Source: an optimization exercise on an open RTL-to-GDS flow (aim: small area). Production flows keep margins and buffers that such runs may drop. Only simulation tests tie the RTL to the original design; equivalence was not proved.

== try-onyx ==
Design systolic_mm_array, start of the top module:
module systolic_mm_array
#(
  parameter int N      = 8,
  parameter int DATA_W = 8,
  parameter int ACC_W  = 16
) (
  input  logic                clk,
  input  logic                rst,
  input  logic                w_valid,
  output logic                w_ready,
  input  logic [N*DATA_W-1:0] w_data,
  input  logic                in_valid,
  output logic                in_ready,
  input  logic [N*DATA_W-1:0] a_in,
  output logic                out_valid,
  output logic [N*ACC_W-1:0]  y_out,
  output logic                busy
);
Settings: LEC_CHECK=0, CAP_MARGIN=20, CORE_MARGIN=2, CORE_UTILIZATION=33, CTS_BUF_LIST=sky130_fd_sc_hd__clkbuf_8, CTS_CLUSTER_DIAMETER=60, CTS_CLUSTER_SIZE=16, PLACE_DENSITY=0.45, SLEW_MARGIN=20, SYNTH_HIERARCHICAL=1; clock period 7.0 ns.
run.sh (not shown) runs the stock make flow with config.mk's settings and CLKGATE_MAP_FILE= SYNTH_SCRIPT=/design/flow/synth_recipe.tcl, a recipe that flattens the netlist after the stock synthesis.
try-onyx did not stop at any stage, and its layout met the timing, design-rule and antenna checks.
Relative to try-onyx, the following input files were edited for try-willow:
--- a/flow/config.mk
+++ b/flow/config.mk
@@ -8,9 +8,9 @@
 export CAP_MARGIN = 20
 export CORE_MARGIN = 2
-export CORE_UTILIZATION = 33
+export CORE_UTILIZATION = 28
 export CTS_BUF_LIST = sky130_fd_sc_hd__clkbuf_8
-export CTS_CLUSTER_DIAMETER = 60
-export CTS_CLUSTER_SIZE = 16
-export PLACE_DENSITY = 0.45
+export CTS_CLUSTER_DIAMETER = 50
+export CTS_CLUSTER_SIZE = 14
+export PLACE_DENSITY = 0.38
 export SLEW_MARGIN = 20
 export SYNTH_HIERARCHICAL = 1
==> results.txt <==
Delta (try-willow minus try-onyx): required time of the critical path now sits higher, number of clock buffers in the layout now sits higher, first-pass GRT wire length now sits higher. Reported for try-willow and try-onyx, total standard cell area after synthesis turned out identical to the last digit.
Inputs modified between try-willow and try-violet:
--- a/flow/config.mk
+++ b/flow/config.mk
@@ -8,9 +8,6 @@
 export CAP_MARGIN = 20
 export CORE_MARGIN = 2
-export CORE_UTILIZATION = 28
-export CTS_BUF_LIST = sky130_fd_sc_hd__clkbuf_8
-export CTS_CLUSTER_DIAMETER = 50
-export CTS_CLUSTER_SIZE = 14
-export PLACE_DENSITY = 0.38
+export CORE_UTILIZATION = 33
+export PLACE_DENSITY = 0.45
 export SLEW_MARGIN = 20
 export SYNTH_HIERARCHICAL = 1
try-violet ended with less standard cell area after detailed placement than try-willow. Per the comparison of try-violet with try-willow, global-route wire length before repair -about 2.6%; width of the die went down by 55 um. For non-clock buffer contribution to total cell area, try-violet and try-willow come out practically identical. Total area of multi-input combinational cells: try-willow vs try-violet, no meaningful difference. In try-violet the count of non-CTS buffers in the layout turned out about 1.5% higher than in try-willow. try-violet packs its core more tightly than try-willow.
#### Input delta (try-cedar over try-violet)
--- a/flow/config.mk
+++ b/flow/config.mk
@@ -8,6 +8,9 @@
 export CAP_MARGIN = 20
 export CORE_MARGIN = 2
-export CORE_UTILIZATION = 33
-export PLACE_DENSITY = 0.45
+export CORE_UTILIZATION = 36
+export CTS_BUF_LIST = sky130_fd_sc_hd__clkbuf_8
+export CTS_CLUSTER_DIAMETER = 60
+export CTS_CLUSTER_SIZE = 16
+export PLACE_DENSITY = 0.5
 export SLEW_MARGIN = 20
 export SYNTH_HIERARCHICAL = 1
--- outcome ---
- Cell count delta for try-cedar relative to try-violet: 512 lower
- Proportion of synthesized chip area in sequential cells: try-violet vs try-cedar identical
- Compared with try-violet, average wire per cell in the routed design in try-cedar decreased slightly.
- In try-cedar the sequential share of layout area turned out 0.63 points higher than in try-violet.
diff inputs: try-cedar => try-sierra
==> flow/config.mk <==
export PLATFORM = sky130hd
export DESIGN_NAME = systolic_mm_array
export DESIGN_NICKNAME = systolic_mm_array
export VERILOG_FILES = /design/flow/design.v
export SDC_FILE = /design/flow/constraint.sdc
export NUM_CORES = 4
export LEC_CHECK = 0
export CAP_MARGIN = 10
export CORE_MARGIN = 2
export CORE_UTILIZATION = 28
export CTS_BUF_LIST = sky130_fd_sc_hd__clkbuf_4 sky130_fd_sc_hd__clkbuf_8
export CTS_CLUSTER_SIZE = 20
export PLACE_DENSITY = 0.38
export SLEW_MARGIN = 10
export SYNTH_HIERARCHICAL = 1
==> results.txt <==
Pin slew with the least headroom to its limit: try-sierra and try-cedar compared, lower one is try-cedar
Between try-cedar and try-sierra, floorplan core area increased.
try-sierra leaves less setup margin than try-cedar.
Relative to try-cedar, first-pass iteration count of the detailed router decreased by 2 in try-sierra.
Input changes introduced in try-xenon (baseline for comparison: try-sierra):
--- a/flow/config.mk
+++ b/flow/config.mk
@@ -6,10 +6,8 @@
 export NUM_CORES = 4
 export LEC_CHECK = 0
-export CAP_MARGIN = 10
+export CAP_MARGIN = 20
 export CORE_MARGIN = 2
 export CORE_UTILIZATION = 28
-export CTS_BUF_LIST = sky130_fd_sc_hd__clkbuf_4 sky130_fd_sc_hd__clkbuf_8
-export CTS_CLUSTER_SIZE = 20
 export PLACE_DENSITY = 0.38
-export SLEW_MARGIN = 10
+export SLEW_MARGIN = 20
 export SYNTH_HIERARCHICAL = 1
--- outcome ---
try-xenon finished every step from synthesis to the final layout, and the layout passed the timing, design-rule and antenna checks. From try-sierra to try-xenon, area of all sequential standard cells did not move at all. Going from try-sierra to try-xenon, the largest fanout of any net on the critical path was found to have gone up by 18. Relative to try-sierra, number of global-route vias before repair has gone down in try-xenon. Of the two candidates, try-sierra has the worse final worst slack and try-xenon the better one. try-xenon vs try-sierra on post-place setup slack: try-xenon is the lower one. Min number of buffers and inverters on the critical path across try-sierra and try-xenon: try-sierra. Met2 routing resource usage after global routing: try-sierra vs try-xenon, no meaningful difference.

[separate check: timing with driven ports]
The results above use ideal ports. As a check the final layouts listed here were re-extracted and re-timed, cells and wires unchanged.
Step 1 (the two cells are an assumption about what drives the block):
set clk [get_ports {clk}]
set_driving_cell -lib_cell sky130_fd_sc_hd__clkbuf_16 $clk
set_driving_cell -lib_cell sky130_fd_sc_hd__buf_2 [delete_from_list [all_inputs] $clk]
Step 2 also shifts input and output timing later by t, the mid clock arrival at the registers, as if the neighbouring blocks saw the same clock.
Slacks: ideal / step 1 / step 2; pairs: ideal / step 1.
| run | shift t [ns] | slack for setup (ns) | pins driven straight from the clock port |
|---|---|---|---|
| try-onyx | 1.195 | 0.302 / 0.302 / 0.302 | 1 |
| try-willow | 1.210 | 0.347 / 0.347 / 0.347 | 1 |
| try-violet | 1.034 | 0.337 / 0.337 / 0.337 | 1 |
| try-cedar | 1.175 | 0.306 / 0.306 / 0.306 | 1 |
| try-sierra | 1.230 | 0.287 / 0.287 / 0.287 | 1 |
| try-xenon | 1.043 | 0.296 / 0.296 / 0.296 | 1 |
After both steps setup and hold are still met in every run listed.
